Source: an optimization exercise on an open RTL-to-GDS flow (aim: small area, a short achievable clock period and few clock cycles per item). Production flows keep margins and buffers that such runs may drop. Where RTL was checked, it was by simulation tests only, not by an equivalence proof against the original. For runs 1 to 6, only the layout was checked, not whether the RTL still works. Power is estimated from default activity; no workload was simulated.

**flow/design.v**
```verilog
package saw_pkg;
  localparam logic [1:0] MODE_RX   = 2'd0;
  localparam logic [1:0] MODE_ENQ  = 2'd1;
  localparam logic [1:0] MODE_TICK = 2'd2;
  localparam logic [1:0] SEND_NONE = 2'd0;
  localparam logic [1:0] SEND_ATOM = 2'd1;
  localparam logic [1:0] SEND_INIT = 2'd2;
  localparam logic CFG_INIT_CHAR  = 1'b0;
  localparam logic CFG_ERROR_CHAR = 1'b1;
  localparam int WORD_W  = 64;
  localparam int COUNT_W = 9;
  localparam logic [2:0] OP_NOP     = 3'd0;
  localparam logic [2:0] OP_RX_INIT = 3'd1;
  localparam logic [2:0] OP_RX_DATA = 3'd2;
  localparam logic [2:0] OP_ENQ     = 3'd3;
  localparam logic [2:0] OP_TICK    = 3'd4;
  typedef logic [2:0] op_kind_t;
  typedef struct packed {
    op_kind_t          kind;
    logic [7:0]        rx_byte;
    logic [WORD_W-1:0] message;
  } op_t;
  typedef struct packed {
    logic [1:0]         send_kind;
    logic [WORD_W-1:0]  atom;
    logic               acked;
    logic               enqueue_accepted;
    logic [COUNT_W-1:0] queue_count;
    logic               link_ready;
  } res_t;
endpackage
module stop_and_wait_echo_ack_sender_core #(
  parameter int MSG_BYTES   = 8,
  parameter int QUEUE_DEPTH = 8
) (
  input  logic        clk,
  input  logic        rst,
  input  logic        in_valid,
  output logic        in_stall,
  input  logic [1:0]  mode,
  input  logic [7:0]  rx_byte,
  input  logic [63:0] message,
  output logic        out_valid,
  input  logic        out_stall,
  output logic [1:0]  send_kind,
  output logic [63:0] atom,
  output logic        acked,
  output logic        enqueue_accepted,
  output logic [8:0]  queue_count,
  output logic        link_ready,
  input  logic        cfg_write,
  input  logic        cfg_index,
  input  logic [7:0]  cfg_data
);
  logic [7:0] init_char;
  logic [7:0] error_char;
  always_ff @(posedge clk) begin
    if (rst) begin
      init_char  <= 8'd0;
      error_char <= 8'd0;
    end else if (cfg_write) begin
      if (cfg_index) error_char <= cfg_data;
      else           init_char  <= cfg_data;
    end
  end
  logic [63:0] q [8];        
  logic [3:0]  fill;         
  logic        pend;         
  logic        link_up;
  logic        ack_ok;       
  logic        have_lead;    
  logic [2:0]  idx;          
  logic [7:0]  lead;         
  logic        mm;           
  logic [1:0]  o_kind;
  logic [63:0] o_atom;
  logic        o_acked;
  logic        o_enq;
  logic go;
  assign in_stall = out_valid & out_stall;
  assign go       = in_valid & ~in_stall;
  logic is_rx, is_init, rx_init, rx_data, is_enq, is_tick, enq_ok;
  assign is_rx   = (mode == 2'd0);
  assign is_init = (rx_byte == init_char);
  assign rx_init = is_rx & is_init;
  assign rx_data = is_rx & ~is_init & link_up;
  assign is_enq  = (mode == 2'd1);
  assign is_tick = (mode == 2'd2);
  assign enq_ok  = is_enq & ~fill[3];
  logic nonempty, last, byte_ne, match, fin, send, deq;
  logic [7:0] hbyte;
  assign nonempty  = (fill != 4'd0);
  assign last      = have_lead & (idx == 3'd7);
  assign hbyte     = q[0][8*idx +: 8];
  assign byte_ne   = (rx_byte != hbyte);
  assign match     = nonempty & (lead != error_char) & ~mm & (rx_byte == q[0][63:56]);
  assign fin       = rx_data & last;
  assign send      = fin ? (match ? (fill > 4'd1) : nonempty)
                         : (is_tick & link_up & ack_ok & nonempty);
  assign deq       = go & fin & match;
  logic       shift;
  logic [3:0] tail;
  logic [7:0] ld;
  logic [7:0] hold;
  logic [6:0] st;            
  assign shift = pend & ~(go & is_enq & (fill != 4'd7));
  assign tail  = fill + {3'd0, pend & (fill != 4'd7)};
  for (genvar i = 0; i < 8; i++) begin : g_ld
    assign ld[i] = go & enq_ok & (tail == 4'(i));
  end
  for (genvar i = 0; i < 7; i++) begin : g_hold
    assign hold[i] = ~(shift | ld[i]);
  end
  assign hold[7] = ~ld[7];
  for (genvar k = 0; k < 7; k++) begin : g_st
    assign st[k] = go & rx_data & have_lead & ~nonempty & (idx == 3'(k));
  end
  logic [6:0] lane_ne;
  logic       mm_enq;
  for (genvar k = 0; k < 7; k++) begin : g_lane
    assign lane_ne[k] = (message[8*k +: 8] != q[7][8*k +: 8]) & (3'(k) < idx);
  end
  assign mm_enq = |lane_ne;
  for (genvar i = 0; i < 7; i++) begin : g_q
    always_ff @(posedge clk) begin
      q[i] <= ({64{shift}} & q[i+1]) | ({64{ld[i]}} & message) | ({64{hold[i]}} & q[i]);
    end
  end
  for (genvar k = 0; k < 8; k++) begin : g_q7
    if (k < 7) begin : g_st_lane
      always_ff @(posedge clk) begin
        q[7][8*k +: 8] <= ({8{ld[7]}} & message[8*k +: 8]) | ({8{st[k]}} & rx_byte)
                        | ({8{hold[7] & ~st[k]}} & q[7][8*k +: 8]);
      end
    end else begin : g_plain_lane
      always_ff @(posedge clk) begin
        q[7][8*k +: 8] <= ({8{ld[7]}} & message[8*k +: 8]) | ({8{hold[7]}} & q[7][8*k +: 8]);
      end
    end
  end
  logic sel0, sel1, show;
  assign show = go ? send : o_kind[0];
  assign sel1 = show & ((go & deq) | pend);
  assign sel0 = show & ~((go & deq) | pend);
  always_ff @(posedge clk) begin
    o_atom <= ({64{sel0}} & q[0]) | ({64{sel1}} & q[1]);
  end
  always_ff @(posedge clk) begin
    if (go & rx_data & ~have_lead) begin
      lead <= rx_byte;
    end
    if (go & rx_data) begin
      if (~have_lead) mm <= 1'b0;
      else            mm <= mm | (nonempty & byte_ne);
    end else if (go & is_enq & ~nonempty) begin
      mm <= mm_enq;
    end
    if (go) begin
      o_kind  <= rx_init ? 2'd2 : send ? 2'd1 : 2'd0;
      o_acked <= fin & match;
      o_enq   <= enq_ok;
    end
  end
  always_ff @(posedge clk) begin
    if (rst) begin
      fill      <= 4'd0;
      pend      <= 1'b0;
      link_up   <= 1'b0;
      ack_ok    <= 1'b0;
      have_lead <= 1'b0;
      idx       <= 3'd0;
      out_valid <= 1'b0;
    end else begin
      pend <= deq | (pend & ~shift);
      if (go) begin
        out_valid <= 1'b1;
      end else if (~out_stall) begin
        out_valid <= 1'b0;
      end
      if (deq) begin
        fill <= fill - 4'd1;
      end else if (go & enq_ok) begin
        fill <= fill + 4'd1;
      end
      if (go & rx_init) begin
        link_up <= 1'b1;
        if (~link_up) ack_ok <= 1'b1;
      end else if (go & fin) begin
        if (send)        ack_ok <= 1'b0;
        else if (match)  ack_ok <= 1'b1;
      end else if (go & send) begin
        ack_ok <= 1'b0;
      end
      if (go & rx_data) begin
        have_lead <= ~last;
        if (have_lead) idx <= idx + 3'd1;
      end
    end
  end
  assign send_kind        = o_kind;
  assign atom             = o_atom;
  assign acked            = o_acked;
  assign enqueue_accepted = o_enq;
  assign queue_count      = {5'd0, fill};
  assign link_ready       = link_up;
endmodule
```
**flow/flow/run.sh**
```bash
#!/bin/bash
# Standard layout, except that the delay cells (clkdlybuf4s*, dlygate*, dlymetal*)
# are don't-use after synthesis, so port buffers, repair and hold fixing use
# plain buffers. Synthesis is the standard one, unchanged.
set -euo pipefail
cd "$(dirname "$0")/.."
bash standard.sh synth > synth.log 2>&1
DU=$(make -s -C "$FLOW_HOME" DESIGN_CONFIG="$PWD/config.mk" WORK_HOME="$PWD/orfs" print-DONT_USE_CELLS 2>/dev/null | sed -n 's/^DONT_USE_CELLS: //p')
EXTRA=""
for c in clkdlybuf4s15_1 clkdlybuf4s15_2 clkdlybuf4s18_1 clkdlybuf4s18_2 clkdlybuf4s25_1 clkdlybuf4s25_2 \
         clkdlybuf4s50_1 clkdlybuf4s50_2 dlygate4sd1_1 dlygate4sd2_1 dlygate4sd3_1 \
         dlymetal6s2s_1 dlymetal6s4s_1 dlymetal6s6s_1; do
  EXTRA="$EXTRA sky130_fd_sc_hd__$c"
done
bash standard.sh "DONT_USE_CELLS=$DU$EXTRA" finish > layout.log 2>&1
```
**flow/standard.sh**
```bash
#!/bin/bash
# synth_recipe.tcl (not shown) runs the flow's synth.tcl, then flattens the netlist and writes it again
# the make line also repeats each setting of config.mk as NAME=value (left out here)
make -C /OpenROAD-flow-scripts/flow DESIGN_CONFIG=/design/flow/config.mk WORK_HOME=/design/flow/orfs CLKGATE_MAP_FILE= SYNTH_SCRIPT=/design/flow/synth_recipe.tcl "${@:-finish}"
```
**flow/config.mk**
```make
export PLATFORM = sky130hd
export DESIGN_NAME = stop_and_wait_echo_ack_sender_core
export DESIGN_NICKNAME = stop_and_wait_echo_ack_sender_core
export VERILOG_FILES = /design/flow/design.v
export SDC_FILE = /design/flow/constraint.sdc
export NUM_CORES = 4
export LEC_CHECK = 0
export CAP_MARGIN = 20
export CORE_MARGIN = 2
export CORE_UTILIZATION = 40
export CTS_BUF_LIST = sky130_fd_sc_hd__clkbuf_4 sky130_fd_sc_hd__clkbuf_8
export CTS_CLUSTER_SIZE = 24
export SETUP_SLACK_MARGIN = 2.2
export SLEW_MARGIN = 20
```
**flow/constraint.sdc**
```tcl
create_clock -name core_clock -period 5.0 [get_ports {clk}]
set_input_delay 1.0000 -clock core_clock [delete_from_list [all_inputs] [get_ports {clk}]]
set_output_delay 1.0000 -clock core_clock [all_outputs]
set_load 0.01 [all_outputs]
```
==> results.ini, run 1 <==
[timing]
worst_pin_slew_ns=0.9397
tns_ns=0
layout_min_cycle_time_ns=2.898
clock_skew_ns=0.02926
fmax_mhz=345.0
setup_ws_ns=2.102
hold_viol_final=0
slew_headroom_pct=37.22
fin_crit_sh_pct=57.97
setup_violations=0
rsz0062_at_grt=yes
slew_viol_final=0

[cts]
clk_latency_ns=0.72
cts_hold_buf=0
cts_sinks=617
clk_pin_slew_worst_paths_ns=0.06
clock-root-buffer=clkbuf_8
numCtsBuffers=101
h-tree-depth=3
cts_tree=done
clk_path_buf_depth=3

[global_routing]
grt_pass1_vias=20684
overflow=0
grt_pass1_wl_um=131000
track_usage_pct=27.43
grt_max_degree=171
grt_antenna_before_repair=3

[die]
start_util_pct=40.31
dieArea_um2=62580
core_um2=60130
io_pins=168
dieWidth_um=250.2
num_rows=90
dieHeight_um=250.2

[setup_path]
critical_path_cell_count=15
cp.arrival_ns=3.47
crit_chain=ha_4 -> nand3b_1 -> and2_4 -> ha_4 -> a21bo_2 -> mux2_4 -> o22a_4 -> buf_6 -> nor3_4 -> buf_6 -> nor2_4 -> buf_12 -> clkbuf_16 -> nand2_1 -> nand2_1
required_ns=5.57
slowest_stage=dfxtp_4
crit_fanout=6
cp-start-kind=flop
ff2ff_path_depth=15
regToRegSetupSlack_ns=2.10
crit_path_max_incr_delay_ns=0.37
crit_family=buffers and inverters
worstSetupEndpointType=flop
worst-path-buf-inv=4
worstSetupPathType=flop to flop

[route]
drt-wirelength-per-cell_um=24.98
ant_nets=0
drt-total-wl_um=95840
vias=22631
firstDrtPassIters=6
dr.first_iter.drc_count=2739
viasPerCell=5.900
remaining_drc_errors=0

[worst_hold_path]
hold_class=flop to flop
hold_depth=2

[power_and_ir_drop]
vdd_ir_drop_max_v=0.0001961
p_sw_share_pct=25.57
p_switching_mw=2.773
p_leak_nw=12.87
power_density_nw_per_um2=361.8
seqPwrFrac_pct=51.1
power.internal_mw=8.072
combPwrFrac_pct=6.0
clkPwrFrac_pct=42.9
total_power_mw=10.84

[placed_design]
io_buffers=162
hpwl_um=48070
dp_slack_ns=1.051
dpl.cell_count=3520
place_congestion=0.9294

[cells_and_area]
fillerInstances=5591
drive_above_1_share_pct=15.53
fin_util_pct=49.85
final_nets=3071
layout-area-overhead-vs-synth_pct=23.68
final_cells=3836

[synth]
syn_inst=2775
ys_types=52
async_reset_ff_share_pct=0
ys_seq_area_share_pct=51.83
ys_ff_latch=617
postSynthAreaPerCell_um2=8.734
yosys_warnings=2
synth_area_um2=24240
synth-edff-count=21
synth_flop_cell=dfxtp_1

[job]
maxCapViolations=0

[status]
outcome=complete, no violations

[through the flow]
step                      instance area [um2]  hold slack (ns)
after CTS                               28710           0.4425
after detailed placement                25280           0.4330
final                                   29980           0.4360
after global routing                    29980           0.4527
after global placement                  25280           0.4290
after floorplan                         24390           0.4229
[layout by cell type (no fill, tap or decap), types with 14 or more instances in the layout]
cell,n
nand2_2,25
xor2_1,32
buf_12,25
a22oi_1,473
nor2_1,30
a21oi_1,19
xnor2_1,58
dfxtp_1,591
buf_2,27
a22oi_2,31
clkbuf_16,16
nand4_1,14
buf_1,186
clkbuf_8,126
a22o_1,65
clkbuf_4,42
edfxtp_1,21
buf_6,31
buf_16,16
mux2i_1,18
nor2_4,19
mux4_2,16
nand2_1,995
[tightest hold or removal path, cell delays in order, from the launching register on]
cell	delay, ns
dfxtp_1	0.31
nand2_1	0.05
nand2_1	0.04
[final timing paths]
check / end / startpoint
hold / removal: q[5][17]$_DFF_P_ / q[5][17]$_DFF_P_
setup / recovery: q[5][0]$_DFF_P_ / fill[0]$_SDFFE_PP0P_
setup reg to reg: q[5][0]$_DFF_P_ / fill[0]$_SDFFE_PP0P_
hold reg to reg: q[5][17]$_DFF_P_ / q[5][17]$_DFF_P_
[flip-flops by register name, indices dropped and copies added (netlist names), named ones only]
| register | flops |
|---|---|
| link_up | 1 |
| have_lead | 1 |
| ack_ok | 1 |
| lead | 8 |
| idx | 3 |
| o_kind | 2 |
| mm | 1 |
| pend | 1 |
| o_atom | 64 |
| error_char | 8 |
| q | 504 |
| out_valid | 1 |
| fill | 4 |
| o_enq | 1 |
| init_char | 8 |
| o_acked | 1 |
[cell type report]
type | instances | area, um2 | share of cell area (%)
well taps | 782 | 978.4 | 3.264
clock buffers | 165 | 2027 | 6.762
repair buffers | 330 | 2799 | 9.337
diodes | 2 | 5.005 | 0.01670
flip-flops and latches | 617 | 12580 | 41.96
multi-input cells | 1914 | 11430 | 38.13
clock inverters | 16 | 118.9 | 0.3965
inverters | 10 | 40.04 | 0.1336
[layer usage]
layer / track usage, % / wire [um] / vias up
li1: - / - / 10035
met1: 36.15 / 38310 / 10911
met2: 43.17 / 42580 / 1378
met3: 5.040 / 9415 / 305
met4: 13.84 / 5520 / 2
met5: 0 / 13 / -
[cells in the mapped netlist (2+ instances only)]
library cell	n	share of area (%)
edfxtp_1	21	2.6
nor2_1	45	0.70
a21bo_2	2	0.083
mux2i_1	18	0.74
xnor2_1	58	2.1
ha_1	9	0.46
xor2_1	32	1.2
a21oi_1	21	0.43
dfxtp_1	596	49
and4_1	3	0.11
mux4_2	16	1.5
a22oi_1	504	16
o2111ai_1	2	0.072
nor2b_1	2	0.052
nor3_1	8	0.17
inv_1	10	0.15
nand2b_1	2	0.052
or3_1	2	0.052
nand2_1	1031	16
a22o_1	65	2.3
nand4_1	14	0.36
nor4_2	3	0.15
a31oi_1	3	0.077
and2_1	2	0.052
buf_4	11	0.34
nor4_1	15	0.39
or4_1	3	0.093
buf_2	17	0.35
o21ai_0	8	0.17
o22a_1	2	0.072
nand3_1	11	0.23
clkbuf_1	195	3.0
buf_1	25	0.39
[power groups by stage]
stage	Combinational (mW)	Clock [mW]	Sequential, mW
3_5_place_dp	0.585	0	5.63
2_1_floorplan	0.412	0	5.48
6_report	0.646	4.65	5.55
4_1_cts	0.609	4.69	5.52
5_1_grt	0.706	4.92	5.55
3_3_place_gp	0.568	0	5.63
[cell families (layout without fill, tap and decap cells)]
family                   count (synthesis)  in the layout  synth area share [%]
adder cells (fa/ha/maj)                  9              9                0.4646
flip-flops                             617            617                 51.83
AND/OR/NAND/NOR                       1149           1157                 18.66
multiplexers                            35             35                 2.277
XOR/XNOR                                90             90                 3.252
AO/OA/AOI/OAI                          616            618                 19.25
other                                    1              7               0.01547
buffers and inverters                  258            521                 4.254
[repair_timing]
item                                    in CTS  in global routing
gates cloned                                25                 21
gates resized for setup                    104                178
endpoints found under the setup margin     578                520
pin swaps                                   24                 72
buffers inserted                            52                 35
==> run 2, diff against run 1 <==
--- a/flow/design.v
+++ b/flow/design.v
@@ -66,4 +66,5 @@
   logic [63:0] q [8];        
   logic [3:0]  fill;         
+  logic [8:0]  fill_oh;      
   logic        pend;         
   logic        link_up;
@@ -87,8 +88,8 @@
   assign is_enq  = (mode == 2'd1);
   assign is_tick = (mode == 2'd2);
-  assign enq_ok  = is_enq & ~fill[3];
+  assign enq_ok  = is_enq & ~fill_oh[8];
   logic nonempty, last, byte_ne, match, fin, send, deq;
   logic [7:0] hbyte;
-  assign nonempty  = (fill != 4'd0);
+  assign nonempty  = ~fill_oh[0];
   assign last      = have_lead & (idx == 3'd7);
   assign hbyte     = q[0][8*idx +: 8];
@@ -96,16 +97,20 @@
   assign match     = nonempty & (lead != error_char) & ~mm & (rx_byte == q[0][63:56]);
   assign fin       = rx_data & last;
-  assign send      = fin ? (match ? (fill > 4'd1) : nonempty)
+  assign send      = fin ? (match ? ~(fill_oh[0] | fill_oh[1]) : nonempty)
                          : (is_tick & link_up & ack_ok & nonempty);
   assign deq       = go & fin & match;
   logic       shift;
-  logic [3:0] tail;
+  logic [7:0] tail;          
   logic [7:0] ld;
   logic [7:0] hold;
   logic [6:0] st;            
-  assign shift = pend & ~(go & is_enq & (fill != 4'd7));
-  assign tail  = fill + {3'd0, pend & (fill != 4'd7)};
+  assign shift   = pend & ~(go & is_enq & ~fill_oh[7]);
+  assign tail[0] = ~pend & fill_oh[0];
+  for (genvar i = 1; i < 7; i++) begin : g_tail
+    assign tail[i] = pend ? fill_oh[i-1] : fill_oh[i];
+  end
+  assign tail[7] = pend ? (fill_oh[6] | fill_oh[7]) : fill_oh[7];
   for (genvar i = 0; i < 8; i++) begin : g_ld
-    assign ld[i] = go & enq_ok & (tail == 4'(i));
+    assign ld[i] = go & is_enq & tail[i];
   end
   for (genvar i = 0; i < 7; i++) begin : g_hold
@@ -114,5 +119,5 @@
   assign hold[7] = ~ld[7];
   for (genvar k = 0; k < 7; k++) begin : g_st
-    assign st[k] = go & rx_data & have_lead & ~nonempty & (idx == 3'(k));
+    assign st[k] = go & rx_data & have_lead & fill_oh[0] & (idx == 3'(k));
   end
   logic [6:0] lane_ne;
@@ -153,5 +158,5 @@
       if (~have_lead) mm <= 1'b0;
       else            mm <= mm | (nonempty & byte_ne);
-    end else if (go & is_enq & ~nonempty) begin
+    end else if (go & is_enq & fill_oh[0]) begin
       mm <= mm_enq;
     end
@@ -165,4 +170,5 @@
     if (rst) begin
       fill      <= 4'd0;
+      fill_oh   <= 9'd1;
       pend      <= 1'b0;
       link_up   <= 1'b0;
@@ -179,7 +185,9 @@
       end
       if (deq) begin
-        fill <= fill - 4'd1;
+        fill    <= fill - 4'd1;
+        fill_oh <= fill_oh >> 1;
       end else if (go & enq_ok) begin
-        fill <= fill + 4'd1;
+        fill    <= fill + 4'd1;
+        fill_oh <= fill_oh << 1;
       end
       if (go & rx_init) begin
--- a/flow/config.mk
+++ b/flow/config.mk
@@ -9,6 +9,4 @@
 export CORE_MARGIN = 2
 export CORE_UTILIZATION = 40
-export CTS_BUF_LIST = sky130_fd_sc_hd__clkbuf_4 sky130_fd_sc_hd__clkbuf_8
-export CTS_CLUSTER_SIZE = 24
 export SETUP_SLACK_MARGIN = 2.2
 export SLEW_MARGIN = 20
==> results.ini, run 2 <==
[route]
ant_nets=0
drt-total-wl_um=79170
viasPerCell=5.583
firstDrtPassIters=5
dr.first_iter.drc_count=1714
vias=20953
drt-wirelength-per-cell_um=21.09
remaining_drc_errors=0

[setup_path]
critPathLaunch=in_valid
crit_fanout=6
cp-start-kind=input port
cp.arrival_ns=3.25
reg2reg_from=idx[0]$_SDFFE_PP0N_
worstSetupPathType=input port to flop
required_ns=5.48
worstSetupEndpointType=flop
regToRegSetupSlack_ns=2.36

[die]
io_pins=168
num_rows=92
dieArea_um2=65110
core_um2=62740
dieHeight_um=255.2
dieWidth_um=255.2
start_util_pct=40.22

[timing]
hold_viol_final=0
slew_headroom_pct=31.70
layout_min_cycle_time_ns=2.768
slew_viol_final=0
holdWs_ns=0.4411
setup_ws_ns=2.232
tns_ns=0
fin_crit_sh_pct=55.35
setup_violations=0
worst_pin_slew_ns=1.023
fmax_mhz=361.3
rsz0062_at_grt=yes
clock_skew_ns=0.02176

[power_and_ir_drop]
seqPwrFrac_pct=49.1
clkPwrFrac_pct=43.0
power.internal_mw=8.953
p_leak_nw=12.88
combPwrFrac_pct=7.9
power_density_nw_per_um2=416.4
vdd_ir_drop_max_v=0.0002039
p_sw_share_pct=25.29
p_switching_mw=3.031

[synth]
yosys_warnings=2
synth_flop_cell=dfxtp_1
synth.most_common_cell=nand2_1
async_reset_ff_share_pct=0
synth-edff-count=21
synth_commonest_cells=nand2_1 (923), dfxtp_1 (605), a22oi_1 (448), clkbuf_1 (188), mux2i_1 (98)
postSynthAreaPerCell_um2=8.986
ys_top_cells_by_area=dfxtp_1 (48%), nand2_1 (14%), a22oi_1 (13%), mux2i_1 (3.9%), clkbuf_1 (2.8%)
ys_types=61
ys_seq_area_share_pct=50.50
syn_inst=2808
ys_ff_latch=626
synth_area_um2=25230
yosysTopAreaCell=dfxtp_1
synth_top_area_share_pct=48.00

[worst_hold_path]
holdCritStartpoint=q[6][10]$_DFF_P_
hold_class=flop to flop

[cells_and_area]
final_cell_mix=nand2_1 (923), dfxtp_1 (601), a22oi_1 (448)
largest_register=q
antenna_cells=0
drive_above_1_share_pct=9.322
multi_input_area_um2=11550
final_nets=2951
largest_reg_flops=504
fin_util_pct=45.87
fillerInstances=6033
final_cells=3753
layout-area-overhead-vs-synth_pct=14.04
final_common_cell=nand2_1
reg_top3=q x504, o_atom x64, fill_oh x9
regArea_um2=12750

[placed_design]
dpl.cell_count=3608
io_buffers=162
place_congestion=0.8975
dp_slack_ns=1.220
hpwl_um=49370

[cts]
cts_sinks=626
clk_latency_ns=0.61
clk_pin_slew_worst_paths_ns=0.06
cts_tree=done
clk_path_buf_depth=3
cts_hold_buf=0
clock-root-buffer=clkbuf_16
h-tree-depth=3
numCtsBuffers=70

[global_routing]
overflow=0
grt_pass1_wl_um=121300
grt_max_degree=189
grt_antenna_before_repair=2
grt_pass1_vias=20395
track_usage_pct=24.04

[status]
outcome=complete, no violations

[job]
maxCapViolations=0

==> run 2: through the flow <==
stage	power, mW	area (um2)
after floorplan	6.492	25350
after global placement	6.887	26260
after detailed placement	6.920	26260
after CTS	12.07	28670
after global routing	12.42	28780
final	11.98	28780
==> run 2: final cells by class <==
class                      instances  area share, %
inverter                           9         0.1174
timing repair buffer             224          3.796
tap                              846          3.678
clock buffer                     104          7.139
multi-input combinational       1927          40.13
clock inverter                    17         0.8174
sequential                       626          44.32
==> run 2: per-layer routing <==
metal,up-vias,GRT usage [%],part of all wire [%]
met4,2,10.34,3.8
met1,10356,30.70,43
met5,-,0,0.0088
met2,664,40.57,48
li1,9782,-,-
met3,149,3.437,5.4
==> run 2: worst paths after layout <==
kind / end / cells past startpoint
setup reg to reg: mm$_DFFE_PP_ / 8
setup / recovery: fill[2]$_SDFFE_PP0P_ / 9
hold / removal: q[6][10]$_DFF_P_ / 2
hold reg to reg: q[6][10]$_DFF_P_ / 2
==> run 2: critical path, stage by stage <==
cell,delay [ns]
buf_1,0.09
a21bo_4,0.26
or4_4,0.47
a211oi_4,0.36
nand3_4,0.12
xnor2_1,0.15
ha_1,0.21
o31ai_1,0.24
mux2_1,0.35
==> run 2: cells by family (layout without fill, tap and decap cells) <==
group                      count (synthesis)  in the layout  synth area share (%)
other                                      1              5               0.01486
and+or+nand+nor                         1102           1106                 17.85
xor gates and xnor gates                  90             90                 3.124
adders and majority gates                  5              5                0.2479
DFF                                      626            626                 50.50
AOI/OAI and AO/OA                        608            608                 18.46
muxes                                    113            113                 5.137
buffers and inverters                    263            354                 4.676
==> run 2: power groups by stage <==
stage / clock network, mW / registers (mW) / logic [mW]
2_1_floorplan: 0 / 5.81 / 0.686
3_3_place_gp: 0 / 5.97 / 0.913
3_5_place_dp: 0 / 5.98 / 0.941
4_1_cts: 5.24 / 5.87 / 0.952
5_1_grt: 5.44 / 5.92 / 1.06
6_report: 5.15 / 5.88 / 0.951
==> run 2: timing repair <==
item                                    in CTS  in global routing
resized for setup                           14                  7
pin swaps                                    6                  8
gates cloned                                 3                  1
endpoints found under the setup margin     226                425
buffers inserted                             8                 12
==> run 3, diff against run 2 <==
--- a/flow/config.mk
+++ b/flow/config.mk
@@ -8,5 +8,5 @@
 export CAP_MARGIN = 20
 export CORE_MARGIN = 2
-export CORE_UTILIZATION = 40
-export SETUP_SLACK_MARGIN = 2.2
+export CORE_UTILIZATION = 65
+export SETUP_SLACK_MARGIN = 2.3
 export SLEW_MARGIN = 20
==> results.ini, run 3 <==
[global_routing]
track_usage_pct=35.97
grt_use_met2_pct=58.08
grt_antenna_before_repair=3
grt_max_degree=174
top_usage_layer=met2
use_met3_pct=6.104
overflow=0
use_met1_pct=47.19
grt_pass1_vias=19991
grt_pass1_wl_um=114500

[synth]
syn_inst=2808
synth.most_common_cell=nand2_1
postSynthAreaPerCell_um2=8.986
ys_ff_latch=626
yosysTopAreaCell=dfxtp_1
synth_commonest_cells=nand2_1 (923), dfxtp_1 (605), a22oi_1 (448), clkbuf_1 (188), mux2i_1 (98)
synth-edff-count=21
ys_seq_area_share_pct=50.50
async_reset_ff_share_pct=0
ys_types=61
synth_top_area_share_pct=48.00
ys_top_cells_by_area=dfxtp_1 (48%), nand2_1 (14%), a22oi_1 (13%), mux2i_1 (3.9%), clkbuf_1 (2.8%)
synth_area_um2=25230
yosys_warnings=2
synth_flop_cell=dfxtp_1

[worst_hold_path]
hold_class=flop to flop

[placed_design]
place_congestion=0.8628
dpl_cell_area_um2=25920
io_buffers=162
hpwl_um=44130

[route]
remaining_drc_errors=0
drt-total-wl_um=74670
dr.first_iter.drc_count=2211
ant_nets=0
drt-wirelength-per-cell_um=21.68
vias=21258
firstDrtPassIters=9
viasPerCell=6.172

[timing]
rsz0062_at_grt=yes
setup_violations=0
fmax_mhz=366.5
clock_skew_ns=0.02466
worst_pin_slew_ns=1.000
layout_min_cycle_time_ns=2.728
tns_ns=0
slew_headroom_pct=33.30
hold_viol_final=0
slew_viol_final=0
fin_crit_sh_pct=54.57

[die]
dieHeight_um=201.0
dieArea_um2=40410
start_util_pct=65.60
io_pins=168
dieWidth_um=201.0
num_rows=72
core_um2=38470

[power_and_ir_drop]
vdd_ir_drop_max_v=0.0003117
p_leak_nw=12.95
combPwrFrac_pct=8.4
power_density_nw_per_um2=409.9
p_switching_mw=2.917
clkPwrFrac_pct=41.4
seqPwrFrac_pct=50.2
p_sw_share_pct=25.03
power.internal_mw=8.737

[cts]
clk_latency_ns=0.62
clk_pin_slew_worst_paths_ns=0.07
clock-root-buffer=clkbuf_16
numCtsBuffers=61
cts_tree=done
clk_path_buf_depth=3
cts_sinks=626
cts_hold_buf=0
h-tree-depth=2

[job]
maxCapViolations=0

[cells_and_area]
fin_area_um2=28430
final_common_cell=nand2_1
final_nets=2965
largest_register=q
drive_above_1_share_pct=10.33
layout-area-overhead-vs-synth_pct=12.68
largest_reg_flops=504
final_cell_mix=nand2_1 (923), dfxtp_1 (602), a22oi_1 (448)
reg_top3=q x504, o_atom x64, fill_oh x9

[setup_path]
crit_chain=buf_1 -> a21bo_4 -> or2_2 -> nor3_2 -> buf_8 -> a22oi_1 -> nand2_1
cp.arrival_ns=3.28
slowest_stage=nor3_2
worst-path-buf-inv=2
cp-start-kind=input port
crit_family=simple AND/OR/NAND/NOR gates
required_ns=5.55
worstSetupEndpointType=flop
worstSetupPathType=input port to flop
crit_path_max_incr_delay_ns=0.59
crit_fanout=64

[status]
outcome=complete, no violations

==> run 3: timing repair <==
item,CTS,global route
pin swaps,6,8
endpoints found under the setup margin,528,246
gates cloned,2,2
setup buffers,9,31
resized for setup,12,20
endpoints found under the hold margin,0,0
==> run 3: per-stage QoR <==
step                      total power [mW]  std cells  setup WS (ns)  hold WS [ns]  util (%)
final                                11.65       3444          2.272        0.4413     73.92
after global routing                 12.03       3443          2.261        0.4523     73.91
after CTS                            11.65       3408          2.143        0.4428     73.18
after detailed placement             6.887       3283          1.348        0.4330     67.38
after global placement               6.840       3280         0.9081        0.4293     67.22
after floorplan                      6.492       2812          1.796        0.4229         -
==> run 3: worst paths after layout <==
| kind | to | start | depth (start not counted) | slack [ns] |
|---|---|---|---|---|
| setup / recovery | q[0][59]$_DFF_P_ | in_valid | 7 | 2.27 |
| hold / removal | q[4][18]$_DFF_P_ | q[4][18]$_DFF_P_ | 2 | 0.44 |
| setup reg to reg | fill[2]$_SDFFE_PP0P_ | idx[1]$_SDFFE_PP0N_ | 9 | 2.38 |
| hold reg to reg | q[4][18]$_DFF_P_ | q[4][18]$_DFF_P_ | 2 | 0.44 |
==> run 3: logic make-up after synthesis <==
logic type / share of synthesized area (%)
fa+ha+maj: 0.2479
mux: 5.137
other cells: 0.01486
compound gates: 18.46
buf+inv: 4.676
xor+xnor: 3.124
flops: 50.50
simple gates: 17.85
==> run 3: tightest hold or removal path, stage by stage (launching register included) <==
cell and delay (ns):
dfxtp_1 0.31, nand2_1 0.05, nand2_1 0.04
==> run 3: power by group through the flow <==
stage	registers, mW	logic [mW]	clock network [mW]
2_1_floorplan	5.81	0.686	0
3_3_place_gp	5.93	0.914	0
3_5_place_dp	5.94	0.947	0
4_1_cts	5.83	0.961	4.86
5_1_grt	5.88	1.08	5.06
6_report	5.85	0.978	4.83
==> run 3: cell type report <==
type / count / area, um2
Sequential cell: 626 / 12750
Multi-Input combinational cell: 1927 / 11570
Fill cell: 2967 / 10030
Clock buffer: 87 / 1777
Timing Repair Buffer: 247 / 1297
Tap cell: 518 / 648.1
Clock inverter: 27 / 346.6
Inverter: 9 / 33.78
Antenna cell: 3 / 7.507
==> run 3: routing by layer <==
layer / part of all wire [%] / vias to the layer above
met5: 0 / -
met4: 4.7 / 0
met3: 9.0 / 221
met2: 46 / 983
met1: 40 / 10239
li1: - / 9815
==> run 4, diff against run 3 <==
--- a/flow/config.mk
+++ b/flow/config.mk
@@ -8,5 +8,5 @@
 export CAP_MARGIN = 20
 export CORE_MARGIN = 2
-export CORE_UTILIZATION = 65
-export SETUP_SLACK_MARGIN = 2.3
+export CORE_UTILIZATION = 50
+export SETUP_SLACK_MARGIN = 2.45
 export SLEW_MARGIN = 20
==> results.ini, run 4 <==
[cells_and_area]
fin_area_um2=29190
drive_above_1_share_pct=12.06
final_cell_mix=nand2_1 (923), dfxtp_1 (602), a22oi_1 (448)
largest_reg_flops=504
layout-area-overhead-vs-synth_pct=15.66
final_nets=2997
antenna_cells=0
final_common_cell=nand2_1
largest_register=q
fin_util_pct=58.41
reg_top3=q x504, o_atom x64, fill_oh x9

[route]
drt-wirelength-per-cell_um=22.32
viasPerCell=5.870
dr.first_iter.drc_count=2063
firstDrtPassIters=6
remaining_drc_errors=0
drt-total-wl_um=80920
ant_nets=0
vias=21279

[cts]
h-tree-depth=3
clk_latency_ns=0.60
cts_tree=done
clk_path_buf_depth=3
clk_pin_slew_worst_paths_ns=0.06
clock-root-buffer=clkbuf_16
cts_sinks=626
numCtsBuffers=67

[synth]
yosys_warnings=2
synth-edff-count=21
synth.most_common_cell=nand2_1
ys_seq_area_share_pct=50.50
async_reset_ff_share_pct=0
postSynthAreaPerCell_um2=8.986
synth_area_um2=25230
synth_commonest_cells=nand2_1 (923), dfxtp_1 (605), a22oi_1 (448), clkbuf_1 (188), mux2i_1 (98)
yosysTopAreaCell=dfxtp_1
synth_flop_cell=dfxtp_1
ys_top_cells_by_area=dfxtp_1 (48%), nand2_1 (14%), a22oi_1 (13%), mux2i_1 (3.9%), clkbuf_1 (2.8%)
ys_ff_latch=626
synth_top_area_share_pct=48.00
syn_inst=2808
ys_types=61

[timing]
tns_ns=0
fmax_mhz=377.6
hold_viol_final=0
clock_skew_ns=0.01783
slew_headroom_pct=29.46
holdWs_ns=0.4388
slew_viol_final=0
worst_pin_slew_ns=1.058
fin_crit_sh_pct=52.96
rsz0062_at_grt=yes
layout_min_cycle_time_ns=2.648
setup_violations=0

[setup_path]
cp-start-kind=input port
worstSetupEndpointType=flop
crit_fanout=6
slowest_stage=or4_4
crit_path_max_incr_delay_ns=0.45
worstSetupPathType=input port to flop
cp_common_cell=buf_1
cp.arrival_ns=3.13
crit_chain=buf_1 -> a21bo_4 -> or4_4 -> a211oi_4 -> buf_1 -> buf_6 -> a31oi_4 -> buf_6 -> clkbuf_16 -> buf_1 -> mux2i_1 -> nor2_2
required_ns=5.48

[global_routing]
use_met1_pct=40.62
grt_pass1_vias=20593
track_usage_pct=30.31
grt_antenna_before_repair=3
use_met3_pct=5.152
grt_max_degree=208
overflow=0
grt_use_met2_pct=49.59
top_usage_layer=met2
grt_pass1_wl_um=123700

[status]
outcome=complete, no violations

[placed_design]
dpl_cell_area_um2=26120
place_congestion=0.8520
hpwl_um=47420
io_buffers=162

[die]
core_um2=49970
dieArea_um2=52280
num_rows=82
io_pins=168
dieWidth_um=228.6
dieHeight_um=228.6
start_util_pct=50.50

[power_and_ir_drop]
power_density_nw_per_um2=409.6
vdd_ir_drop_max_v=0.0002836
p_leak_nw=12.98

[worst_hold_path]
hold_class=flop to flop

[job]
maxCapViolations=0

==> run 4: cell types whose count changed in the layout (fill, tap and decap cells not counted), moves of 6 or more <==
cell / previous run / this run
buf_6: 16 / 28
clkbuf_1: 13 / 21
clkbuf_16: 63 / 75
clkbuf_2: 1 / 7
clkinv_2: 15 / 5
mux2i_1: 97 / 70
mux2i_2: 1 / 24
==> run 4: final timing paths <==
kind | startpoint | end | slack (ns) | cells after the start
hold / removal | q[4][46]$_DFF_P_ | q[4][46]$_DFF_P_ | 0.44 | 2
setup reg to reg | idx[1]$_SDFFE_PP0N_ | o_atom[40]$_DFF_P_ | 2.37 | 12
hold reg to reg | q[4][46]$_DFF_P_ | q[4][46]$_DFF_P_ | 0.44 | 2
setup / recovery | in_valid | o_atom[40]$_DFF_P_ | 2.35 | 12
==> run 4: kinds of logic (layout without fill, tap and decap cells) <==
family,after synthesis,after routing,synth area share [%]
DFF,626,626,50.50
and+or+nand+nor,1102,1106,17.85
adders and majority gates,5,5,0.2479
muxes,113,113,5.137
xor gates and xnor gates,90,90,3.124
buffers and inverters,263,400,4.676
AOI/OAI and AO/OA,608,608,18.46
other,1,5,0.01486
==> run 4: where the power goes <==
part	total, mW	switching [mW]	internal, mW
logic	0.976	0.545	0.432
registers	5.89	0.441	5.45
clock network	5.09	2.00	3.09
==> run 4: layout make-up <==
cell class	count	area [um2]
Clock inverter	9	145.1
Multi-Input combinational cell	1927	11740
Clock buffer	109	2112
Tap cell	672	840.8
Timing Repair Buffer	273	1567
Sequential cell	626	12750
Fill cell	4562	20780
Inverter	9	33.78
==> run 4: what timing repair did <==
action                                 CTS  global route
cloned                                   4             2
setup endpoints to repair              588           516
pin swaps                               12             5
hold buffers                             0             0
buffers inserted                        25            34
endpoints found under the hold margin    0             0
resized for setup                       28            77
==> run 4: layer usage <==
metal,wire length (um),vias up
li1,-,9878
met1,34970,10456
met2,37770,777
met3,5381,168
met4,2793,0
met5,0,-
==> run 4: critical path: cells and delay by family <==
family / cells / cell delay [ns]
compound gates: 3 / 0.58
buf+inv: 6 / 0.76
mux: 1 / 0.26
simple gates: 2 / 0.51
==> run 4: metrics by stage <==
step / setup slack [ns] / total power [mW] / instances
2_1_floorplan: 1.796 / 6.493 / 2812
3_3_place_gp: 0.8859 / 6.868 / 3441
3_5_place_dp: 1.304 / 6.894 / 3442
4_1_cts: 2.167 / 11.95 / 3589
5_1_grt: 2.321 / 12.37 / 3625
6_report: 2.352 / 11.96 / 3625
==> run 5, diff against run 4 <==
--- a/flow/design.v
+++ b/flow/design.v
@@ -78,4 +78,7 @@
   logic        o_acked;
   logic        o_enq;
+  logic [3:0] fill_up, fill_dn;
+  assign fill_up = fill + 4'd1;
+  assign fill_dn = fill - 4'd1;
   logic go;
   assign in_stall = out_valid & out_stall;
@@ -185,8 +188,8 @@
       end
       if (deq) begin
-        fill    <= fill - 4'd1;
+        fill    <= fill_dn;
         fill_oh <= fill_oh >> 1;
       end else if (go & enq_ok) begin
-        fill    <= fill + 4'd1;
+        fill    <= fill_up;
         fill_oh <= fill_oh << 1;
       end
--- a/flow/config.mk
+++ b/flow/config.mk
@@ -9,4 +9,6 @@
 export CORE_MARGIN = 2
 export CORE_UTILIZATION = 50
+export CTS_CLUSTER_DIAMETER = 50
+export CTS_CLUSTER_SIZE = 30
 export SETUP_SLACK_MARGIN = 2.45
 export SLEW_MARGIN = 20
==> results.ini, run 5 <==
[status]
outcome=complete, no violations

[synth]
yosys_warnings=2
yosysTopAreaCell=dfxtp_1
syn_inst=2808
async_reset_ff_share_pct=0
ys_ff_latch=626
postSynthAreaPerCell_um2=8.986
synth_commonest_cells=nand2_1 (923), dfxtp_1 (605), a22oi_1 (448), clkbuf_1 (188), mux2i_1 (98)
synth_flop_cell=dfxtp_1
synth_area_um2=25230
ys_types=61
ys_seq_area_share_pct=50.50
synth-edff-count=21
synth_top_area_share_pct=48.00
ys_top_cells_by_area=dfxtp_1 (48%), nand2_1 (14%), a22oi_1 (13%), mux2i_1 (3.9%), clkbuf_1 (2.8%)
synth.most_common_cell=nand2_1

[route]
drt-total-wl_um=80800
drt-wirelength-per-cell_um=22.40
firstDrtPassIters=6
dr.first_iter.drc_count=2345
viasPerCell=5.849
remaining_drc_errors=0
vias=21096
ant_nets=0

[global_routing]
grt_max_degree=208
overflow=0
grt_pass1_wl_um=123200
grt_antenna_before_repair=3
grt_pass1_vias=20460
track_usage_pct=30.09

[timing]
fin_crit_sh_pct=52.09
slew_headroom_pct=30.35
worst_pin_slew_ns=1.045
setup_violations=0
clock_skew_ns=0.03218
fmax_mhz=384.0
hold_viol_final=0
rsz0062_at_grt=yes
slew_viol_final=0
layout_min_cycle_time_ns=2.604
tns_ns=0

[cts]
cts_sinks=626
numCtsBuffers=57
clk_latency_ns=0.64
cts_tree=done
clock-root-buffer=clkbuf_16
clk_pin_slew_worst_paths_ns=0.07
clk_path_buf_depth=3
cts_hold_buf=0
h-tree-depth=2

[cells_and_area]
reg_top3=q x504, o_atom x64, fill_oh x9
final_nets=2981
final_common_cell=nand2_1
largest_reg_flops=504
fin_area_um2=29110
antenna_cells=0
largest_register=q
final_cell_mix=nand2_1 (923), dfxtp_1 (602), a22oi_1 (448)
layout-area-overhead-vs-synth_pct=15.37
drive_above_1_share_pct=12.27

[die]
core_um2=49970
dieHeight_um=228.6
dieArea_um2=52280
io_pins=168
start_util_pct=50.50
num_rows=82
dieWidth_um=228.6

[setup_path]
worstSetupPathType=input port to flop
crit_fanout=7
cp-start-kind=input port
cp.arrival_ns=3.12
worstSetupEndpointType=flop
required_ns=5.51

[placed_design]
dpl_cell_area_um2=26120
io_buffers=162
hpwl_um=47420
place_congestion=0.8520

[worst_hold_path]
hold_class=flop to flop

[power_and_ir_drop]
power_density_nw_per_um2=400.4
p_leak_nw=12.87
vdd_ir_drop_max_v=0.0003058

[job]
maxCapViolations=0

==> run 5: final timing paths <==
check / startpoint / cells after the start / slack [ns] / endpoint
setup / recovery: in_valid / 12 / 2.40 / o_atom[17]$_DFF_P_
hold reg to reg: q[5][21]$_DFF_P_ / 2 / 0.44 / q[5][21]$_DFF_P_
setup reg to reg: idx[2]$_SDFFE_PP0N_ / 11 / 2.48 / o_atom[17]$_DFF_P_
hold / removal: q[5][21]$_DFF_P_ / 2 / 0.44 / q[5][21]$_DFF_P_
==> run 5: layer usage <==
| layer | routed length [um] | vias to the layer above | GRT usage (%) |
|---|---|---|---|
| met1 | 35420 | 10332 | 41.24 |
| met4 | 2211 | 0 | 10.17 |
| met3 | 5343 | 123 | 3.992 |
| li1 | - | 9851 | - |
| met2 | 37820 | 790 | 49.03 |
| met5 | 0 | - | 0 |
==> run 5: worst max-delay path, stage by stage <==
cell and delay [ns]:
buf_1 0.09, a21bo_4 0.26, or4_4 0.45, a211oi_4 0.24, buf_2 0.17, buf_6 0.10
a31oi_4 0.11, buf_12 0.20, buf_6 0.12, buf_8 0.12, mux2i_1 0.17, nor2_2 0.06
==> run 5: metrics by stage <==
stage | utilization [%] | std cells | total power [mW] | hold slack, ns | setup slack [ns]
after detailed placement | 52.27 | 3442 | 6.894 | 0.4330 | 1.304
final | 58.26 | 3607 | 11.66 | 0.4418 | 2.396
after global placement | 52.22 | 3441 | 6.868 | 0.4297 | 0.8859
after global routing | 58.26 | 3607 | 12.06 | 0.4585 | 2.367
after CTS | 57.06 | 3580 | 11.63 | 0.4439 | 2.233
after floorplan | - | 2812 | 6.493 | 0.4229 | 1.796
==> run 5: logic make-up (layout without fill, tap and decap cells) <==
kind of cell | count (synthesis) | count (layout) | synth area share [%]
fa+ha+maj | 5 | 5 | 0.2479
other cells | 1 | 5 | 0.01486
compound gates | 608 | 608 | 18.46
buf+inv | 263 | 382 | 4.676
mux | 113 | 113 | 5.137
simple gates | 1102 | 1106 | 17.85
xor+xnor | 90 | 90 | 3.124
flops | 626 | 626 | 50.50
==> run 5: where the power goes <==
group          internal [mW]  switching, mW  leakage (nW)
Clock                   2.46           2.32          1.00
Sequential              5.44          0.449          5.15
Combinational          0.440          0.548          6.72
Total                   8.35           3.31          12.9
==> run 5: what timing repair did <==
action                     4_1_cts  5_1_grt
gates resized for setup         25      107
buffers inserted                28       22
pin swaps                       11       21
gates cloned                     4        5
setup endpoints to repair      578      507
==> run 5: layout make-up <==
type | count | area [um2]
Multi-Input combinational cell | 1927 | 11800
Clock buffer | 63 | 1521
Fill cell | 4539 | 20850
Sequential cell | 626 | 12750
Timing Repair Buffer | 267 | 1600
Inverter | 9 | 33.78
Tap cell | 672 | 840.8
Clock inverter | 43 | 565.5
==> run 6, diff against run 5 <==
--- a/flow/config.mk
+++ b/flow/config.mk
@@ -9,6 +9,6 @@
 export CORE_MARGIN = 2
 export CORE_UTILIZATION = 50
-export CTS_CLUSTER_DIAMETER = 50
-export CTS_CLUSTER_SIZE = 30
+export CTS_CLUSTER_DIAMETER = 70
+export CTS_CLUSTER_SIZE = 24
 export SETUP_SLACK_MARGIN = 2.45
 export SLEW_MARGIN = 20
==> results.ini, run 6 <==
[status]
outcome=complete, no violations

[setup_path]
worstSetupEndpointType=flop
required_ns=5.46
reg2reg_to=fill[2]$_SDFFE_PP0P_
regToRegSetupSlack_ns=2.48
crit_fanout=6
reg2reg_from=idx[2]$_SDFFE_PP0N_
worstSetupPathType=input port to flop
cp.arrival_ns=3.11
cp-start-kind=input port
ff2ff_path_depth=8

[worst_hold_path]
hold_depth=2
hold_end=q[5][60]$_DFF_P_
holdCritStartpoint=q[5][60]$_DFF_P_
hold_class=flop to flop

[die]
start_util_pct=50.50
dieWidth_um=228.6
io_pins=168
dieHeight_um=228.6
num_rows=82
core_um2=49970
dieArea_um2=52280

[cts]
numCtsBuffers=37
h-tree-depth=2
clk_pin_slew_worst_paths_ns=0.08
clock-root-buffer=clkbuf_16
cts_sinks=626
clk_path_buf_depth=3
clk_latency_ns=0.58
cts_tree=done

[power_and_ir_drop]
p_leak_nw=12.53
vdd_ir_drop_max_v=0.0002763
total_power_mw=10.14
power_density_nw_per_um2=359.9

[timing]
setup_ws_ns=2.354
slew_viol_final=0
fin_crit_sh_pct=52.92
hold_viol_final=0
slew_headroom_pct=29.54
fmax_mhz=377.9
worst_pin_slew_ns=1.057
setup_violations=0
rsz0062_at_grt=yes
clock_skew_ns=0.01953
tns_ns=0
layout_min_cycle_time_ns=2.646

[synth]
synth_commonest_cells=nand2_1 (923), dfxtp_1 (605), a22oi_1 (448), clkbuf_1 (188), mux2i_1 (98)
syn_inst=2808
yosysTopAreaCell=dfxtp_1
async_reset_ff_share_pct=0
synth_area_um2=25230
postSynthAreaPerCell_um2=8.986
ys_seq_area_share_pct=50.50
yosys_warnings=2
synth_top_area_share_pct=48.00
synth_flop_cell=dfxtp_1
ys_ff_latch=626
synth-edff-count=21
synth.most_common_cell=nand2_1
ys_top_cells_by_area=dfxtp_1 (48%), nand2_1 (14%), a22oi_1 (13%), mux2i_1 (3.9%), clkbuf_1 (2.8%)
ys_types=61

[cells_and_area]
fin_util_pct=56.38
largest_reg_flops=504
drive_above_1_share_pct=10.57
final_common_cell=nand2_1
largest_register=q
final_nets=2960
layout-area-overhead-vs-synth_pct=11.64
final_cell_mix=nand2_1 (923), dfxtp_1 (603), a22oi_1 (448)
reg_top3=q x504, o_atom x64, fill_oh x9

[placed_design]
io_buffers=162
dp_slack_ns=1.304
hpwl_um=47420
place_congestion=0.8520

[global_routing]
track_usage_pct=29.79
overflow=0
grt_pass1_wl_um=121200
grt_pass1_vias=20134
grt_antenna_before_repair=6
grt_max_degree=208

[route]
drt-wirelength-per-cell_um=22.58
drt-total-wl_um=80390
remaining_drc_errors=0
dr.first_iter.drc_count=2114
viasPerCell=5.840
firstDrtPassIters=6
ant_nets=0
vias=20792

[job]
maxCapViolations=0

## run 6: cell counts after synthesis
Identical to the previous run, type by type.
## run 6: layer usage
metal | GRT usage [%] | vias to the layer above | routed length, um
li1 | - | 9772 | -
met1 | 40.15 | 10145 | 35220
met2 | 47.82 | 717 | 36580
met3 | 4.990 | 156 | 5700
met4 | 11.64 | 2 | 2878
met5 | 0 | - | 7
## run 6: how the worst max path moves through the flow
| stage | start | end | slack, ns | depth (start not counted) |
|---|---|---|---|---|
| global route | in_valid | fill[2]$_SDFFE_PP0P_ | 2.30 | 9 |
| finish | in_valid | fill[2]$_SDFFE_PP0P_ | 2.35 | 9 |
| floorplan | in_valid | fill[2]$_SDFFE_PP0P_ | 1.80 | 9 |
| global placement | in_valid | q[7][44]$_DFF_P_ | 0.89 | 7 |
| detailed placement | rx_byte[4] | o_atom[7]$_DFF_P_ | 1.30 | 8 |
| CTS | in_valid | fill[2]$_SDFFE_PP0P_ | 2.33 | 9 |
## run 6: cell type report
class | instances | area, um2
antenna | 2 | 5.005
clock buffer | 44 | 983.4
clock inverter | 14 | 162.7
fill | 4665 | 21800
inverter | 9 | 33.78
multi-input combinational | 1927 | 11760
sequential | 626 | 12750
tap | 672 | 840.8
timing repair buffer | 266 | 1634
## run 6: critical path: stages
cell and delay, ns:
buf_1 0.09, a21bo_4 0.26, or4_4 0.47, a211oi_4 0.26, nand3_4 0.12, xnor2_1 0.15, ha_1 0.22, o31ai_2 0.21
mux2_1 0.34
## run 6: through the flow
step	instances	area [um2]	hold WS, ns
floorplan	2812	25450	0.4229
global placement	3441	26090	0.4297
detailed placement	3442	26120	0.4330
CTS	3533	27600	0.4470
global route	3559	28170	0.4610
finish	3560	28170	0.4436
## run 6: power by group
part | switching, mW | internal [mW] | leakage (nW)
Combinational | 0.544 | 0.432 | 6.82
Sequential | 0.442 | 5.44 | 5.15
Clock | 1.80 | 1.47 | 0.557
Total | 2.79 | 7.35 | 12.5
## run 6: timing repair
item                       CTS  global route
setup endpoints to repair  589           543
hold endpoints to repair     0             0
hold buffers                 0             0
buffers inserted            29            20
pin swaps                   11            17
gates cloned                 4             5
resized for setup           37           104
## run 6: cells by family (layout without fill, tap and decap cells)
logic type,Yosys count,in the layout,share of synthesized area [%]
compound gates,608,608,18.46
xor+xnor,90,90,3.124
fa+ha+maj,5,5,0.2479
buf+inv,263,333,4.676
flops,626,626,50.50
mux,113,113,5.137
other cells,1,7,0.01486
simple gates,1102,1106,17.85
==> run 7, diff against run 6 <==
--- a/flow/design.v
+++ b/flow/design.v
@@ -79,6 +79,10 @@
   logic        o_enq;
   logic [3:0] fill_up, fill_dn;
-  assign fill_up = fill + 4'd1;
-  assign fill_dn = fill - 4'd1;
+  assign fill_up = {fill_oh[7], fill_oh[6] | fill_oh[5] | fill_oh[4] | fill_oh[3],
+                    fill_oh[6] | fill_oh[5] | fill_oh[2] | fill_oh[1],
+                    fill_oh[6] | fill_oh[4] | fill_oh[2] | fill_oh[0]};
+  assign fill_dn = {1'b0, fill_oh[8] | fill_oh[7] | fill_oh[6] | fill_oh[5],
+                    fill_oh[8] | fill_oh[7] | fill_oh[4] | fill_oh[3],
+                    fill_oh[8] | fill_oh[6] | fill_oh[4] | fill_oh[2]};
   logic go;
   assign in_stall = out_valid & out_stall;
--- a/flow/config.mk
+++ b/flow/config.mk
@@ -9,6 +9,6 @@
 export CORE_MARGIN = 2
 export CORE_UTILIZATION = 50
-export CTS_CLUSTER_DIAMETER = 70
-export CTS_CLUSTER_SIZE = 24
+export CTS_CLUSTER_DIAMETER = 100
+export CTS_CLUSTER_SIZE = 26
 export SETUP_SLACK_MARGIN = 2.45
 export SLEW_MARGIN = 20
==> results.ini, run 7 <==
[cts]
clock-root-buffer=clkbuf_16
clk_latency_ns=0.62
numCtsBuffers=28
clk_path_buf_depth=3
cts_sinks=625
h-tree-depth=1
clk_pin_slew_worst_paths_ns=0.10
cts_tree=done
cts_hold_buf=0

[synth]
ys_seq_area_share_pct=49.42
syn_inst=2806
async_reset_ff_share_pct=0
synth_top_area_share_pct=46.97
yosysTopAreaCell=dfxtp_1
synth_commonest_cells=nand2_1 (915), dfxtp_1 (604), a22oi_1 (453), mux2i_1 (102), nor2_1 (96)
ys_top_cells_by_area=dfxtp_1 (47%), nand2_1 (13%), a22oi_1 (13%), mux2i_1 (4.0%), edfxtp_1 (2.4%)
synth.most_common_cell=nand2_1
synth-edff-count=21
synth_area_um2=25740
ys_types=66
ys_ff_latch=625
postSynthAreaPerCell_um2=9.174
synth_flop_cell=dfxtp_1
yosys_warnings=2

[setup_path]
cp_common_cell=buf_1
regToRegSetupSlack_ns=2.51
reg2reg_from=idx[0]$_SDFFE_PP0N_
crit_fanout=54
worst-path-buf-inv=4
cp-start-kind=input port
crit_family=simple AND/OR/NAND/NOR gates
worstSetupEndpointType=flop
reg2reg_to=mm$_DFFE_PP_
worstSetupPathType=input port to flop
crit_path_max_incr_delay_ns=0.47
slowest_stage=nor3_2
crit_chain=buf_1 -> and2_4 -> nand2b_4 -> clkinv_8 -> nand3b_4 -> buf_1 -> nor3_2 -> buf_12 -> a22oi_1 -> nand2_1
required_ns=5.55
ff2ff_path_depth=7
cp.arrival_ns=3.09

[timing]
setup_violations=0
clock_skew_ns=0.02380
slew_viol_final=0
slew_headroom_pct=21.35
tns_ns=0
fmax_mhz=394.1
rsz0062_at_grt=yes
worst_pin_slew_ns=1.180
fin_crit_sh_pct=50.75
holdWs_ns=0.4461
hold_viol_final=0
layout_min_cycle_time_ns=2.537

[worst_hold_path]
hold_depth=2
hold_end=q[5][61]$_DFF_P_
holdCritStartpoint=q[5][61]$_DFF_P_
hold_class=flop to flop

[die]
start_util_pct=50.38
dieHeight_um=230.9
num_rows=83
core_um2=51090
dieWidth_um=230.9
dieArea_um2=53320
io_pins=168

[cells_and_area]
final_cell_mix=nand2_1 (915), dfxtp_1 (600), a22oi_1 (255)
largest_reg_flops=504
final_nets=2931
final_common_cell=nand2_1
reg_top3=q x504, o_atom x64, fill_oh x9
largest_register=q
layout-area-overhead-vs-synth_pct=9.594
drive_above_1_share_pct=13.28

[global_routing]
overflow=0
track_usage_pct=28.37
grt_pass1_wl_um=118700
grt_antenna_before_repair=4
grt_max_degree=88
grt_pass1_vias=19961

[power_and_ir_drop]
p_leak_nw=12.40
total_power_mw=9.087
power_density_nw_per_um2=322.1
vdd_ir_drop_max_v=0.0002999

[placed_design]
hpwl_um=46210
place_congestion=0.8067
io_buffers=162

[route]
remaining_drc_errors=0
drt-wirelength-per-cell_um=21.93
viasPerCell=5.855
ant_nets=0
drt-total-wl_um=77390
dr.first_iter.drc_count=1594
vias=20662
firstDrtPassIters=5

[job]
maxCapViolations=0

[status]
outcome=complete, no violations

[run 7: cell count changes after synthesis, moves of 12 or more]
cell,previous run,this run
clkbuf_8,0,20
buf_2,19,88
buf_4,7,19
nor2_2,67,8
clkbuf_1,188,60
nor2_1,50,96
buf_6,8,51
[run 7: worst max path at each step]
stage	start	endpoint	slack, ns	depth (start not counted)
after floorplan	out_stall	q[7][0]$_DFF_P_	2.38	9
after global placement	out_stall	q[1][59]$_DFF_P_	1.27	10
after detailed placement	out_stall	q[1][21]$_DFF_P_	1.21	10
after CTS	idx[1]$_SDFFE_PP0N_	o_atom[41]$_DFF_P_	2.31	8
after global routing	out_stall	q[0][13]$_DFF_P_	2.42	10
final	out_stall	q[0][19]$_DFF_P_	2.46	10
[run 7: cell type report]
cell class,count,area (um2)
inverters,9,48.80
clock inverters,4,31.28
clock buffers,34,744.5
flip-flops and latches,625,12730
multi-input cells,1928,12460
repair buffers,247,1345
diodes,2,5.005
well taps,680,850.8
fillers,4673,22880
[run 7: stage by stage]
| step | std cells | cell area [um2] | setup slack [ns] | utilization [%] |
|---|---|---|---|---|
| 2_1_floorplan | 2810 | 26980 | 2.379 | - |
| 3_3_place_gp | 3450 | 26940 | 1.275 | 52.73 |
| 3_5_place_dp | 3450 | 26940 | 1.214 | 52.73 |
| 4_1_cts | 3508 | 28080 | 2.307 | 54.95 |
| 5_1_grt | 3527 | 28210 | 2.416 | 55.21 |
| 6_report | 3529 | 28210 | 2.463 | 55.22 |
[run 7: layer usage]
metal | vias up | global-route usage (%) | routed length [um]
li1 | 9711 | - | -
met1 | 10308 | 39.19 | 34940
met2 | 540 | 46.40 | 36240
met3 | 97 | 4.508 | 4276
met4 | 6 | 6.996 | 1899
met5 | - | 0 | 35
[run 7: cell families after synthesis]
kind of cell               after synthesis  synth area share, %
and+or+nand+nor                       1099                17.40
DFF                                    625                49.42
AOI/OAI and AO/OA                      610                17.98
buffers and inverters                  263                6.897
muxes                                  115                5.060
xor gates and xnor gates                89                3.028
adders and majority gates                4               0.1944
other                                    1              0.01457
[run 7: what timing repair did]
action                                  CTS  global route
setup buffers                            13            18
endpoints found under the setup margin  579           206
gates cloned                              7             1
gates resized for setup                  41            19
pin swaps                                 5             3
[run 7: report_power, final]
group / switching (mW) / internal [mW]
clock network: 1.60 / 1.07
logic: 0.484 / 0.285
registers: 0.315 / 5.34
total: 2.40 / 6.69
[run 7: worst register-to-register path, stage by stage (launching register included)]
cell and delay, ns:
dfxtp_2 0.35, buf_6 0.39, mux4_2 0.65, mux2i_1 0.18, xor2_1 0.19, nand4_1 0.16, o21ai_0 0.18, o2111ai_1 0.13
Testbench counts of run 7, summed over its fixed seeds: cycles 5,803, items 5,795.
==> run 8, diff against run 7 <==
--- a/flow/config.mk
+++ b/flow/config.mk
@@ -11,4 +11,4 @@
 export CTS_CLUSTER_DIAMETER = 100
 export CTS_CLUSTER_SIZE = 26
-export SETUP_SLACK_MARGIN = 2.45
-export SLEW_MARGIN = 20
+export SETUP_SLACK_MARGIN = 2.9
+export SLEW_MARGIN = 50
==> results.ini, run 8 <==
[route]
drt-met1-wl_um=45360
vias=26025
met2_length_um=51200
dr.first_iter.drc_count=3830
viasPerCell=6.760
drt-wirelength-per-cell_um=33.00
dr.max_layer_used=met5
routed-wl-met3_um=19170
firstDrtPassIters=6
ant_nets=0
remaining_drc_errors=0
drt-total-wl_um=127000

[synth]
synth_area_um2=25740
postSynthAreaPerCell_um2=9.174
yosys_warnings=2
ys_seq_area_share_pct=49.42
ys_top_cells_by_area=dfxtp_1 (47%), nand2_1 (13%), a22oi_1 (13%), mux2i_1 (4.0%), edfxtp_1 (2.4%)
synth_flop_cell=dfxtp_1
syn_inst=2806
yosys.area_share.adder_pct=0.1944
ys_types=66
yosysTopAreaCell=dfxtp_1
synthXorXnorAreaFrac_pct=3.028
async_reset_ff_share_pct=0
synth_simple_gate_area_share_pct=17.40
synth_compound_area_share_pct=17.98
synthMuxAreaShare_pct=5.060
synth_top_area_share_pct=46.97
synth_commonest_cells=nand2_1 (915), dfxtp_1 (604), a22oi_1 (453), mux2i_1 (102), nor2_1 (96)
synth.most_common_cell=nand2_1
synth_top_family_by_area=compound AO/OA/AOI/OAI gates
synth-edff-count=21
ys_ff_latch=625

[placed_design]
place_congestion=0.8412
io_buffers=162
hpwl_um=47690

[worst_hold_path]
hold_class=flop to flop

[power_and_ir_drop]
p_leak_nw=15.85
p_sw_share_pct=28.50
power_density_nw_per_um2=256.3
vdd_ir_drop_max_v=0.0003023
clkPwrFrac_pct=28.5
p_switching_mw=2.750
combPwrFrac_pct=11.6
total_power_mw=9.651
seqPwrFrac_pct=60.0
power.internal_mw=6.901

[setup_path]
worstSetupEndpointType=flop
crit_path_max_incr_delay_ns=0.57
crit_fanout=9
worst-path-buf-inv=1
slowest_stage=buf_1
crit_family=compound AO/OA/AOI/OAI gates
worstSetupPathType=input port to flop
cp.arrival_ns=2.85
cp-start-kind=input port
required_ns=5.36
crit_chain=buf_1 -> xor2_1 -> nor4_1 -> a21oi_1 -> o21ai_0 -> a41o_1 -> o2111ai_1

[cells_and_area]
layout-area-overhead-vs-synth_pct=46.27
final_cell_mix=nand2_1 (638), dfxtp_1 (535), a22oi_2 (365)
drive_above_1_share_pct=44.68
fillerInstances=3382
largest_register=q
reg_top3=q x504, o_atom x64, fill_oh x9
final_nets=3254
largest_reg_flops=504
multi_input_area_um2=15420
final_common_cell=nand2_1
regArea_um2=12820
fin_util_pct=73.70

[timing]
hold_viol_final=0
tns_ns=0
layout_min_cycle_time_ns=2.494
slew_viol_final=0
slew_headroom_pct=45.61
worst_pin_slew_ns=0.8159
fin_crit_sh_pct=49.87
clock_skew_ns=0.02094
rsz0062_at_grt=yes
holdWs_ns=0.4430
fmax_mhz=401.0
setup_violations=0

[cts]
cts_tree=done
clk_pin_slew_worst_paths_ns=0.10
cts_sinks=625
clk_path_buf_depth=3
h-tree-depth=1
clk_latency_ns=0.64
numCtsBuffers=28
cts_hold_buf=0
clock-root-buffer=clkbuf_16

[global_routing]
grt_pass1_vias=21385
grt_pass1_wl_um=135800
track_usage_pct=33.29
grt_max_degree=65
grt_antenna_before_repair=11
overflow=0

[die]
start_util_pct=50.38
dieHeight_um=230.9
num_rows=83
dieWidth_um=230.9
io_pins=168
core_um2=51090
dieArea_um2=53320

[job]
maxCapViolations=0

[status]
outcome=complete, no violations

## run 8: changes by cell type in the layout (fill, tap and decap cells not counted), moves of 95 or more
cell | previous run | this run
nand2_1 | 915 | 638
nand2_2 | 0 | 182
a22oi_1 | 255 | 88
a22oi_2 | 198 | 365
buf_6 | 12 | 136
nand2_4 | 0 | 95
## run 8: power groups by stage
stage	Combinational [mW]	Clock, mW	Sequential [mW]
after floorplan	0.543	0	5.65
after global placement	0.728	0	5.74
after detailed placement	0.745	0	5.75
after CTS	0.845	2.72	5.65
after global routing	1.18	2.89	5.79
final	1.12	2.75	5.79
## run 8: final cells by class
class	instances	area share [%]
Multi-Input combinational cell	1930	40.94
Sequential cell	625	34.05
Timing Repair Buffer	568	20.54
Tap cell	680	2.259
Clock buffer	34	1.977
Inverter	9	0.1329
Clock inverter	3	0.08971
Antenna cell	1	0.006645
## run 8: path summary, 6_finish.rpt
check                                         start               end  slack, ns  cells past startpoint
worst max-delay path                    message[51]      mm$_DFFE_PP_       2.51                      7
worst min-delay path               q[4][22]$_DFF_P_  q[4][22]$_DFF_P_       0.44                      2
worst max register to register  idx[0]$_SDFFE_PP0N_      mm$_DFFE_PP_       2.53                      9
worst min register to register     q[4][22]$_DFF_P_  q[4][22]$_DFF_P_       0.44                      2
## run 8: tightest hold or removal path, cell delays in order (launching register included)
cell and delay [ns]:
dfxtp_1 0.32, nand2_1 0.05, nand2_1 0.04
## run 8: timing repair
action	4_1_cts	5_1_grt
setup endpoints to repair	673	607
pin swaps	45	410
setup buffers	114	85
gates cloned	43	126
hold endpoints to repair	0	0
gates resized for setup	402	983
## run 8: logic make-up after synthesis
logic type / Yosys count
DFF: 625
other: 1
xor gates and xnor gates: 89
AOI/OAI and AO/OA: 610
muxes: 115
adders and majority gates: 4
buffers and inverters: 263
and+or+nand+nor: 1099
## run 8: layer usage
layer / vias up / global-route usage, %
met2: 2239 / 52.75
met1: 12631 / 47.53
li1: 10466 / -
met3: 671 / 4.274
met5: - / 0
met4: 18 / 9.617
## run 8: stage by stage
stage,area [um2],instances,setup WS (ns)
2_1_floorplan,27290,2810,2.379
3_3_place_gp,27120,3437,1.296
3_5_place_dp,27290,3444,1.295
4_1_cts,31190,3638,2.683
6_report,37660,3850,2.506
5_1_grt,37650,3849,2.494

separate check: timing with driven ports:
The flow's constraints put no driver on any port. The routed layouts listed below were extracted and timed again, unchanged, in two steps.
Step 1, drivers: a clkbuf_16 drives clk and a buf_2 each remaining input, both assumed.
Step 2 adds t to the input delays and takes it off the output delays; t is the mean of the earliest and latest rising clock arrival at the registers after step 1. Input paths then give back, and output paths get back, about the clock's delay inside the block.
Three values: no drivers, after step 1, after step 2; two values: the first two.
run	t (ns)	setup slack, ns	hold slack, ns	worst data-port slew with drivers (ns)
run 1	0.757	2.102 / 2.102 / 1.527	0.436 / 0.436 / 0.436	0.08
run 2	0.662	2.232 / 2.268 / 1.606	0.441 / 0.441 / 0.441	0.09
run 3	0.670	2.272 / 2.303 / 1.633	0.441 / 0.441 / 0.441	0.08
run 4	0.658	2.352 / 2.373 / 1.735	0.439 / 0.439 / 0.439	0.08
run 5	0.684	2.396 / 2.434 / 1.750	0.442 / 0.442 / 0.442	0.08
run 6	0.635	2.354 / 2.394 / 1.759	0.444 / 0.444 / 0.444	0.09
run 7	0.666	2.463 / 2.504 / 1.838	0.446 / 0.446 / 0.446	0.10
run 8	0.691	2.506 / 2.427 / 1.737	0.443 / 0.443 / 0.443	0.18
After both steps setup and hold are still met in every run listed. For run 8, which loses most, drivers alone change the setup slack by -0.079 ns; drivers and shift together by -0.769 ns.
